What follows belongs to an exercise in optimizing a design on an open flow for small area, a short achievable clock period and few clock cycles per item; a production flow would make more cautious choices. No functional check of the RTL was part of this run. No activity file was given, so power comes from the tool's default toggle rates.

==> design/flow/design.v <==
package defet_pkg;
    localparam int EVENT_COUNT = 256;
    localparam int EVT_IDX_W   = $clog2(EVENT_COUNT);
    localparam int ID_W        = 16;
    localparam int TIME_W      = 32;
    localparam int BND_W       = 9;
    localparam int CFG_IDX_W   = 2;
    localparam int CFG_DATA_W  = 32;
    typedef enum logic [1:0] {
        FUNC_SET   = 2'd0,
        FUNC_CLEAR = 2'd1,
        FUNC_DSET  = 2'd2,
        FUNC_GET   = 2'd3
    } t_func;
    typedef enum logic [CFG_IDX_W-1:0] {
        CFG_LONG_DELAY  = 2'd0,
        CFG_SHORT_DELAY = 2'd1,
        CFG_SHORT_START = 2'd2,
        CFG_NODLY_START = 2'd3
    } t_cfg_reg;
    typedef struct packed {
        logic [TIME_W-1:0] long_delay;
        logic [TIME_W-1:0] short_delay;
        logic [BND_W-1:0]  short_start;
        logic [BND_W-1:0]  nodly_start;
    } t_cfg;
    localparam logic [TIME_W-1:0] LONG_DELAY_RST  = TIME_W'(60000);
    localparam logic [TIME_W-1:0] SHORT_DELAY_RST = TIME_W'(10000);
    localparam logic [BND_W-1:0]  SHORT_START_RST = BND_W'(64);
    localparam logic [BND_W-1:0]  NODLY_START_RST = BND_W'(128);
endpackage
module defet_carry32 (
    input  logic [31:0] i_g,
    input  logic [31:0] i_p,
    input  logic        i_ci,
    output logic        o_co
);
    logic [31:0] g [6];
    logic [31:0] p [6];
    always_comb begin
        g[0] = i_g;
        p[0] = i_p;
        g[0][0] = i_g[0] | (i_p[0] & i_ci);
        for (int l = 0; l < 5; l++) begin
            for (int i = 0; i < 32; i++) begin
                if (i % (2 << l) == (2 << l) - 1) begin
                    g[l+1][i] = g[l][i] | (p[l][i] & g[l][i - (1 << l)]);
                    p[l+1][i] = p[l][i] & p[l][i - (1 << l)];
                end else begin
                    g[l+1][i] = g[l][i];
                    p[l+1][i] = p[l][i];
                end
            end
        end
        o_co = g[5][31];
    end
endmodule
module defet_delay_cmp (
    input  logic [31:0] i_x,
    input  logic [31:0] i_stamp,
    input  logic        i_ge,
    input  logic [31:0] i_delay,
    output logic        o_gt
);
    logic [31:0] sv;
    logic [31:0] cv;
    logic [31:0] cs;
    logic        co;
    assign sv = i_x ^ ~i_delay;
    assign cv = (i_x & ~i_delay) | (~i_x & ~i_stamp);
    assign cs = {cv[30:0], 1'b0};
    defet_carry32 u_co (
        .i_g  (sv & cs),
        .i_p  (sv | cs),
        .i_ci (1'b1),
        .o_co (co)
    );
    assign o_gt = i_ge ? (co && cv[31]) : (co ^ cv[31]);
endmodule
module defet_cfg_regs (
    input  logic                                i_clk,
    input  logic                                i_rst_n,
    input  logic                                i_cfg_we,
    input  logic [defet_pkg::CFG_IDX_W-1:0]     i_cfg_idx,
    input  logic [defet_pkg::CFG_DATA_W-1:0]    i_cfg_data,
    output defet_pkg::t_cfg                     o_cfg
);
    defet_pkg::t_cfg r_cfg;
    always_ff @(posedge i_clk) begin
        if (!i_rst_n || (i_cfg_we && i_cfg_idx == defet_pkg::CFG_LONG_DELAY)) begin
            r_cfg.long_delay  <= i_rst_n ? i_cfg_data[defet_pkg::TIME_W-1:0] : defet_pkg::LONG_DELAY_RST;
        end
        if (!i_rst_n || (i_cfg_we && i_cfg_idx == defet_pkg::CFG_SHORT_DELAY)) begin
            r_cfg.short_delay <= i_rst_n ? i_cfg_data[defet_pkg::TIME_W-1:0] : defet_pkg::SHORT_DELAY_RST;
        end
        if (!i_rst_n || (i_cfg_we && i_cfg_idx == defet_pkg::CFG_SHORT_START)) begin
            r_cfg.short_start <= i_rst_n ? i_cfg_data[defet_pkg::BND_W-1:0] : defet_pkg::SHORT_START_RST;
        end
        if (!i_rst_n || (i_cfg_we && i_cfg_idx == defet_pkg::CFG_NODLY_START)) begin
            r_cfg.nodly_start <= i_rst_n ? i_cfg_data[defet_pkg::BND_W-1:0] : defet_pkg::NODLY_START_RST;
        end
    end
    assign o_cfg = r_cfg;
endmodule
module defet_flag_table (
    input  logic        i_clk,
    input  logic [3:0]  i_rd_hi,
    input  logic [15:0] i_rd_lo,
    output logic        o_rd_pending,
    output logic        o_rd_holdoff,
    input  logic [7:0]  i_wr_idx,
    input  logic        i_wr_en,
    input  logic        i_wr_all,
    input  logic        i_wr_pending,
    input  logic        i_wr_holdoff
);
    logic [255:0] r_pending;
    logic [255:0] r_holdoff;
    logic [15:0]  hi;
    logic [15:0]  lo;
    logic [15:0]  grp_pending;
    logic [15:0]  grp_holdoff;
    always_comb begin
        for (int g = 0; g < 16; g++) begin
            hi[g] = (i_wr_en && i_wr_idx[7:4] == 4'(g)) || i_wr_all;
            lo[g] = (i_wr_idx[3:0] == 4'(g)) || i_wr_all;
        end
    end
    always_ff @(posedge i_clk) begin
        for (int r = 0; r < 256; r++) begin
            if (hi[r / 16] && lo[r % 16]) begin
                r_pending[r] <= i_wr_pending;
                r_holdoff[r] <= i_wr_holdoff;
            end
        end
    end
    always_comb begin
        for (int g = 0; g < 16; g++) begin
            grp_pending[g] = |(i_rd_lo & r_pending[g*16 +: 16]);
            grp_holdoff[g] = |(i_rd_lo & r_holdoff[g*16 +: 16]);
        end
    end
    assign o_rd_pending = grp_pending[i_rd_hi];
    assign o_rd_holdoff = grp_holdoff[i_rd_hi];
endmodule
import defet_pkg::*;
module delayed_event_flag_table_unit (
    input  logic                              i_clk,
    input  logic                              i_rst_n,
    input  logic                              i_cfg_we,
    input  logic [defet_pkg::CFG_IDX_W-1:0]   i_cfg_idx,
    input  logic [defet_pkg::CFG_DATA_W-1:0]  i_cfg_data,
    input  logic                              i_in_valid,
    output logic                              o_in_stall,
    input  logic [1:0]                        i_func,
    input  logic [defet_pkg::ID_W-1:0]        i_event_id,
    input  logic [defet_pkg::TIME_W-1:0]      i_now_time,
    output logic                              o_out_valid,
    input  logic                              i_out_stall,
    output logic                              o_delivered,
    output logic                              o_in_range
);
    localparam int QD  = 8;        
    localparam int CAP = QD + 1;   
    defet_pkg::t_cfg cfg;
    defet_cfg_regs u_cfg (
        .i_clk      (i_clk),
        .i_rst_n    (i_rst_n),
        .i_cfg_we   (i_cfg_we),
        .i_cfg_idx  (i_cfg_idx),
        .i_cfg_data (i_cfg_data),
        .o_cfg      (cfg)
    );
    logic       r_stall;
    logic [3:0] r_owed;
    logic       r_ov;
    logic       acc;
    logic       take;
    logic [3:0] n_owed;
    assign acc    = i_in_valid && !r_stall;
    assign take   = r_ov && !i_out_stall;
    assign n_owed = r_owed + 4'(acc) - 4'(take);
    always_ff @(posedge i_clk) begin
        if (!i_rst_n) begin
            r_owed  <= '0;
            r_stall <= 1'b0;
        end else begin
            r_owed  <= n_owed;
            r_stall <= (n_owed >= 4'(CAP));
        end
    end
    logic              in_range;
    logic              s0_v;
    logic [1:0]        s0_func;
    logic [7:0]        s0_id;
    logic [15:0]       s0_lo;
    logic              s0_inr;
    logic [TIME_W-1:0] s0_x;
    logic [TIME_W-1:0] r_stamp;
    assign in_range = (i_event_id[15:8] == 8'd0);
    always_ff @(posedge i_clk) begin
        s0_v    <= i_rst_n && acc;
        s0_func <= i_func;
        s0_id   <= i_event_id[7:0];
        for (int l = 0; l < 16; l++) begin
            s0_lo[l] <= (i_event_id[3:0] == 4'(l));
        end
        s0_inr  <= in_range;
        s0_x    <= i_now_time ^ ~r_stamp;
    end
    always_ff @(posedge i_clk) begin
        if (i_rst_n && acc && in_range && i_func == FUNC_DSET) begin
            r_stamp <= i_now_time;
        end
    end
    logic       ok;
    logic       tb_p;
    logic       tb_h;
    logic       s1_v;
    logic       s1_hit;
    logic       s1_clr;
    logic [1:0] s1_func;
    logic [7:0] s1_id;
    logic       s1_inr;
    logic       s1_bn;
    logic       s1_ok;
    logic       s1_tbp;
    logic       s1_tbh;
    logic       s1_fwd;
    logic       s1_fwp;
    logic       s1_fwh;
    logic       cur_p;
    logic       cur_h;
    logic       ready;
    logic       wr_p;
    logic       wr_h;
    logic       now_ge_stamp;
    logic       gt_long;
    logic       gt_short;
    logic       below_short;
    logic       below_nodly;
    defet_carry32 u_ge (
        .i_g  (~s0_x & ~r_stamp),
        .i_p  (s0_x | ~r_stamp),
        .i_ci (1'b1),
        .o_co (now_ge_stamp)
    );
    defet_delay_cmp u_gt_long (
        .i_x     (s0_x),
        .i_stamp (r_stamp),
        .i_ge    (now_ge_stamp),
        .i_delay (cfg.long_delay),
        .o_gt    (gt_long)
    );
    defet_delay_cmp u_gt_short (
        .i_x     (s0_x),
        .i_stamp (r_stamp),
        .i_ge    (now_ge_stamp),
        .i_delay (cfg.short_delay),
        .o_gt    (gt_short)
    );
    assign below_short = ({1'b0, s0_id} < cfg.short_start);
    assign below_nodly = ({1'b0, s0_id} < cfg.nodly_start);
    always_comb begin
        if (below_short)      ok = gt_long;
        else if (below_nodly) ok = gt_short;
        else                  ok = 1'b1;
    end
    assign cur_p = s1_fwd ? s1_fwp : s1_tbp;
    assign cur_h = s1_fwd ? s1_fwh : s1_tbh;
    assign ready = cur_p && (!cur_h || s1_ok);
    always_comb begin
        wr_p = cur_p;
        wr_h = cur_h;
        case (s1_func)
            FUNC_SET:   wr_p = 1'b1;
            FUNC_CLEAR: wr_p = 1'b0;
            FUNC_DSET: begin
                wr_p = 1'b1;
                wr_h = cur_h || s1_bn;
            end
            default: begin
                if (ready) begin
                    wr_p = 1'b0;
                    wr_h = 1'b0;
                end
            end
        endcase
        if (s1_clr) begin
            wr_p = 1'b0;
            wr_h = 1'b0;
        end
    end
    defet_flag_table u_table (
        .i_clk        (i_clk),
        .i_rd_hi      (s0_id[7:4]),
        .i_rd_lo      (s0_lo),
        .o_rd_pending (tb_p),
        .o_rd_holdoff (tb_h),
        .i_wr_idx     (s1_id),
        .i_wr_en      (s1_hit),
        .i_wr_all     (s1_clr),
        .i_wr_pending (wr_p),
        .i_wr_holdoff (wr_h)
    );
    always_ff @(posedge i_clk) begin
        s1_v    <= i_rst_n && s0_v;
        s1_hit  <= i_rst_n && s0_v && s0_inr;
        s1_clr  <= !i_rst_n;
        s1_func <= s0_func;
        s1_id   <= s0_id;
        s1_inr  <= s0_inr;
        s1_bn   <= below_nodly;
        s1_ok   <= ok;
        s1_tbp  <= tb_p;
        s1_tbh  <= tb_h;
        s1_fwd  <= s1_clr || (s1_hit && s0_id == s1_id);
        s1_fwp  <= wr_p;
        s1_fwh  <= wr_h;
    end
    logic [1:0] q_mem [QD];
    logic [3:0] q_wr;
    logic [3:0] q_rd;
    logic       q_empty;
    logic       r_del;
    logic       r_inr;
    assign q_empty = (q_wr == q_rd);
    always_ff @(posedge i_clk) begin
        if (s1_v) begin
            q_mem[q_wr[2:0]] <= {s1_hit && s1_func == FUNC_GET && ready, s1_inr};
        end
    end
    always_ff @(posedge i_clk) begin
        if (!i_rst_n) begin
            {r_del, r_inr} <= '0;
        end else if (!r_ov || !i_out_stall) begin
            {r_del, r_inr} <= q_mem[q_rd[2:0]];
        end
    end
    always_ff @(posedge i_clk) begin
        if (!i_rst_n) begin
            q_wr <= '0;
            q_rd <= '0;
            r_ov <= 1'b0;
        end else begin
            if (s1_v) begin
                q_wr <= q_wr + 4'd1;
            end
            if (!r_ov || !i_out_stall) begin
                r_ov <= !q_empty;
                if (!q_empty) begin
                    q_rd <= q_rd + 4'd1;
                end
            end
        end
    end
    assign o_in_stall  = r_stall;
    assign o_out_valid = r_ov;
    assign o_delivered = r_del;
    assign o_in_range  = r_inr;
endmodule
==> design/flow/flow/run.sh <==
#!/bin/bash
# The standard layout (the standard.sh: ORFS from the standard synthesis to
# the final layout), with two changes:
#  - the port buffers are sky130_fd_sc_hd__buf_2 cells instead of the delay
#    buffers that buffer_ports picks by default;
#  - clock tree synthesis adds no dummy loads (CTS_ARGS replaces ORFS's
#    argument list, so it repeats the clustering settings of config.mk).
# ORFS's own logs stay under orfs/logs; make's output goes to flow.log.
set -euo pipefail
export BUFFER_PORTS_ARGS="-buffer_cell sky130_fd_sc_hd__buf_2"
export CTS_ARGS="-sink_clustering_enable -repair_clock_nets -dont_use_dummy_load -sink_clustering_size 30 -sink_clustering_max_diameter 100"
bash standard.sh > flow.log 2>&1
==> design/flow/standard.sh <==
#!/bin/bash
# synth_recipe.tcl (not shown) runs the flow's synth.tcl, then flattens the netlist and writes it again
# the make line also repeats each setting of config.mk as NAME=value (left out here)
make -C /OpenROAD-flow-scripts/flow DESIGN_CONFIG=/design/flow/config.mk WORK_HOME=/design/flow/orfs CLKGATE_MAP_FILE= SYNTH_SCRIPT=/design/flow/synth_recipe.tcl "${@:-finish}"
==> design/flow/config.mk <==
export PLATFORM = sky130hd
export DESIGN_NAME = delayed_event_flag_table_unit
export DESIGN_NICKNAME = delayed_event_flag_table_unit
export VERILOG_FILES = /design/flow/design.v
export SDC_FILE = /design/flow/constraint.sdc
export NUM_CORES = 4
export LEC_CHECK = 0
export CAP_MARGIN = 20
export CORE_MARGIN = 2
export CORE_UTILIZATION = 55
export CTS_CLUSTER_DIAMETER = 100
export CTS_CLUSTER_SIZE = 30
export SETUP_SLACK_MARGIN = 4.5
export SLEW_MARGIN = 20
==> design/flow/constraint.sdc <==
create_clock -name core_clock -period 7.0 [get_ports {i_clk}]
set_input_delay 1.4000 -clock core_clock [delete_from_list [all_inputs] [get_ports {i_clk}]]
set_output_delay 1.4000 -clock core_clock [all_outputs]
set_load 0.01 [all_outputs]
==> summary.txt <==
Outcome
  – Run status: complete, no violations

Power and ir drop
  – Switching Fraction: 24.5%
  – Cell internal pwr: 0.00626 W
  – Comb pwr share: 11.6%
  – Max IR drop VDD: 0.207 mV
  – Net Sw Power: 0.00203 W
  – Power, Total: 0.00829 W
  – Leak: 11.3 nW
  – Pwr per Cell Area: 252 nW/µm²
  – Sequential cell fraction of total power: 63.8%
  – Clock power share: 24.6%

Route
  – Wire per inst: 26.2 µm
  – DR iter-0 viols: 2009
  – Final wirelength: 76800 µm
  – DRC Markers: 0
  – Via count: 18700
  – Drt pass-1 iters: 8
  – Antenna Violating Nets Remaining: 0
  – Drt via density: 6.39

Synthesis
  – Ys flop type: edfxtp_1
  – Post-Synth XOR/XNOR Area: 3.04%
  – Yosys top cell area share: 63.8%
  – Largest family of logic cells by synthesized area: compound AO/OA/AOI/OAI gates
  – Synthesis Warnings: 6
  – Synthesized cell area: 30200 µm²
  – Post-synthesis mux area share: 2.03%
  – Compound-gate portion of the synthesized area: 12.0%
  – Asr flop ratio synth: 0%
  – Mapped Cells: 2181
  – Seq/Total Area, Yosys: 70.2%
  – Post-Synth Adder-Cell Area: 1.25%
  – Syn avg cell area: 13.9 µm²
  – Number of flops mapped to enable cells by yosys: 642
  – Post-synth top area cell: edfxtp_1
  – Yosys reg bits: 739
  – Synth Area in Simple Gates: 9.14%
  – Synth area leaders: edfxtp_1 64%, dfxtp_1 6.4%, nor2_1 4.0%
  – Cell variety after synth: 80
  – Syn_nets: 2293

Setup path
  – CP Class: flip-flop to flip-flop
  – Worst Path Arrival: 3.63 ns
  – Setup crit end kind: flip-flop
  – Reg-to-Reg Start: u_cfg.r_cfg[32]
  – Worst Setup SP: u_cfg.r_cfg[32]
  – Worst Path Required: 7.49 ns
  – Worst Path Max Fanout: 5
  – Critical path launch point type: flip-flop

Cells and area
  – Layout cells sized above 1: 12.7%
  – Fin area: 32900 µm²
  – # fillers: 4239
  – Layout Area Growth over Synthesis: 8.77%
  – Fin nets: 2345

Clock tree
  – CTS Hold Buffers Added: 0
  – H-tree depth: 1
  – CTS tree: yes
  – CTS sink count: 739
  – Clk buf depth: 3
  – Num CTS Buffers: 30
  – Reg clk slew, reported paths: 0.11 ns
  – Clock latency (worst-skew pair): 0.64 ns
  – Root Buffer: clkbuf_16

Timing
  – Worst Tran Pin Value: 1.20 ns
  – Setup TNS Final: 0 ns
  – Max-slew violation total from the final report: 0
  – Peak Freq: 319 MHz
  – Hold Fails Final Rpt: 0
  – Worst Skew: 0.0442 ns
  – Tcrit/Tclk final: 44.7%
  – RSZ-0062 raised after global routing: true
  – Min Tclk post-route: 3.13 ns
  – Slew headroom: 19.6%
  – Setup-failing EPs final: 0

GRT
  – Gr ovfl total: 0
  – Largest net degree at the start of global routing: 258
  – GRT Overall Usage: 26.9%
  – Antenna violations before repair: 2
  – First-pass GRT wire length: 115000 µm
  – Vias in the first global route: 18600

Placed design
  – Post-DP Area: 31600 µm²
  – Post-DP HPWL: 44200 µm
  – # port buffers: 92
  – GP Congestion: 0.844

Die
  – IO Pins: 93
  – Initial core utilization: 55.9%
  – Std cell rows: 85
  – Die Span Y: 238 µm
  – Core box area: 54000 µm²
  – Total Die Area: 56800 µm²
  – Die span in x: 238 µm

Worst hold path
  – Hold_sp: s0_func[0]
  – Min-Delay Path Class: flip-flop to flip-flop

Job
  – # Max-Cap Violations: 0
-- sequential cells by signal, indices dropped and copies added (netlist names), 2 cells and up --
register           cells
u_table.r_holdoff    256
s0_id                  8
q_mem                 16
q_wr                   4
s0_x                  32
s0_lo                 16
q_rd                   4
r_stamp               32
s1_func                2
s1_id                  8
r_owed                 4
u_table.r_pending    256
s0_func                2
u_cfg.r_cfg           82
-- cell type report --
type / instances / area (µm²) / area share, %
Timing Repair Buffer: 152 / 1120 / 3.40
Sequential cell: 739 / 21200 / 64.7
Tap cell: 696 / 871 / 2.65
Antenna cell: 1 / 2.50 / 0.00761
Multi-Input combinational cell: 1270 / 8720 / 26.5
Clock buffer: 30 / 751 / 2.28
Inverter: 40 / 150 / 0.457
-- cells by family (layout without fill, tap and decap cells) --
family | after synthesis | after routing
AND/OR/NAND/NOR | 593 | 594
other | 0 | 1
adder cells (fa/ha/maj) | 31 | 31
flip-flops | 739 | 739
AO/OA/AOI/OAI | 489 | 489
multiplexers | 51 | 51
buffers and inverters | 173 | 222
XOR/XNOR | 105 | 105
-- cell usage in the layout, fill, tap and decap left out, types with 11 or more instances in the layout --
cell,instances
o21ai_0,45
clkbuf_16,31
nand2_1,59
a22o_1,52
xor2_1,40
a221oi_1,47
inv_1,40
buf_2,88
nand2b_1,45
buf_4,39
o22ai_1,11
dfxtp_1,83
a222oi_1,33
ha_1,21
nor2_1,317
xnor2_1,65
nand3_1,21
buf_6,13
mux2i_1,24
a22oi_1,92
nor2b_1,16
edfxtp_1,642
nand4_1,47
nor3_1,13
dfxtp_2,11
and2_1,35
o211ai_1,11
a21oi_1,66
mux2_2,18
-- metrics by stage --
stage / hold WS, ns / setup WS (ns) / utilization [%] / cells
after floorplan: 0.310 / 1.89 / - / 2181
after global placement: 0.318 / 3.45 / 58.5 / 2880
after detailed placement: 0.323 / 3.45 / 58.5 / 2880
after CTS: 0.348 / 3.86 / 60.4 / 2920
after global routing: 0.349 / 3.67 / 60.8 / 2927
final: 0.344 / 3.87 / 60.8 / 2928
-- critical path, cell delays in order (launching register included) --
cell	delay, ns
edfxtp_1	0.48
mux2_2	0.30
a222oi_1	0.32
o21ai_1	0.16
a2111oi_2	0.38
o2111ai_1	0.16
o211ai_1	0.30
a21bo_1	0.16
ha_1	0.22
nor3_1	0.13
a21oi_1	0.09
mux2_4	0.28
-- per-layer routing --
metal | up-vias | routed length [µm] | track usage (%)
met4 | 2 | 1610 | 5.80
met2 | 658 | 38200 | 46.4
met3 | 98 | 4710 | 2.74
li1 | 8481 | - | -
met5 | - | 13 | 0
met1 | 9484 | 32300 | 37.3
-- Yosys cell counts (5+ instances only) --
master     instances
buf_2             21
a22o_1            52
a211oi_1           8
xnor2_1           65
a2111oi_0          5
o21ai_0           52
a221oi_1          57
ha_1              22
nand2_1           59
a21oi_1           78
o22ai_1           11
and2_1            35
buf_1             10
o211ai_1          11
nand3b_1           9
nor2b_1           20
nor2_1           318
maj3_1             7
edfxtp_1         642
o31ai_1            6
a21o_1             6
a211o_1           10
nor3_1            13
a31oi_1           15
mux4_2             6
a22oi_1           92
nand4_1           47
a21boi_0           9
nand2b_1          45
mux2_2            19
clkbuf_1         101
a222oi_1          33
xor2_1            40
nor4_1             6
inv_1             40
mux2i_1           25
nand3_1           21
dfxtp_1           97
-- final timing paths --
check | endpoint | slack (ns) | cells after the start
worst min-delay path | s1_func[0] | 0.34 | 0
worst min register to register | s1_func[0] | 0.34 | 0
worst max register to register | s1_ok | 3.87 | 11
worst max-delay path | s1_ok | 3.87 | 11
-- power groups by stage --
stage / logic (W) / clock network (W) / registers [W]
6_report: 0.000963 / 0.00204 / 0.00529
3_3_place_gp: 0.000897 / 0 / 0.00538
2_1_floorplan: 0.000615 / 0 / 0.00533
4_1_cts: 0.000943 / 0.00208 / 0.00529
3_5_place_dp: 0.000915 / 0 / 0.00539
5_1_grt: 0.00105 / 0.00222 / 0.00532
-- repair_timing --
item / CTS / global route
setup endpoints to repair: 71 / 131
resized for setup: 56 / 29
buffers inserted: 9 / 5
gates cloned: 1 / 1
pin swaps: 12 / 7

-- separate check: timing with driven ports --
Ports are ideal in the flow. The routed layout listed here was re-timed in OpenROAD.
Step 1 assumes that a clkbuf_16 drives the clock port and a buf_2 every other input.
Step 2 moves the port delays by t, midway between the first and last clock arrival at a register: inputs arrive t later, outputs are due t later. That takes back most of the time a late clock gives input paths.
Slacks: no drivers / after step 1 / after step 2; pairs: no drivers / after step 1.
t, ns: 0.679
setup WS [ns]: 3.869 / 3.869 / 3.869
worst hold slack (ns): 0.344 / 0.344 / 0.344
worst setup path after step 2: register to register
slew at the worst register clock pin (ns): 0.12 / 0.12
After both steps setup and hold are still met in this run. For this run, drivers alone change the setup slack by 0.000 ns; drivers and shift together by 0.000 ns.
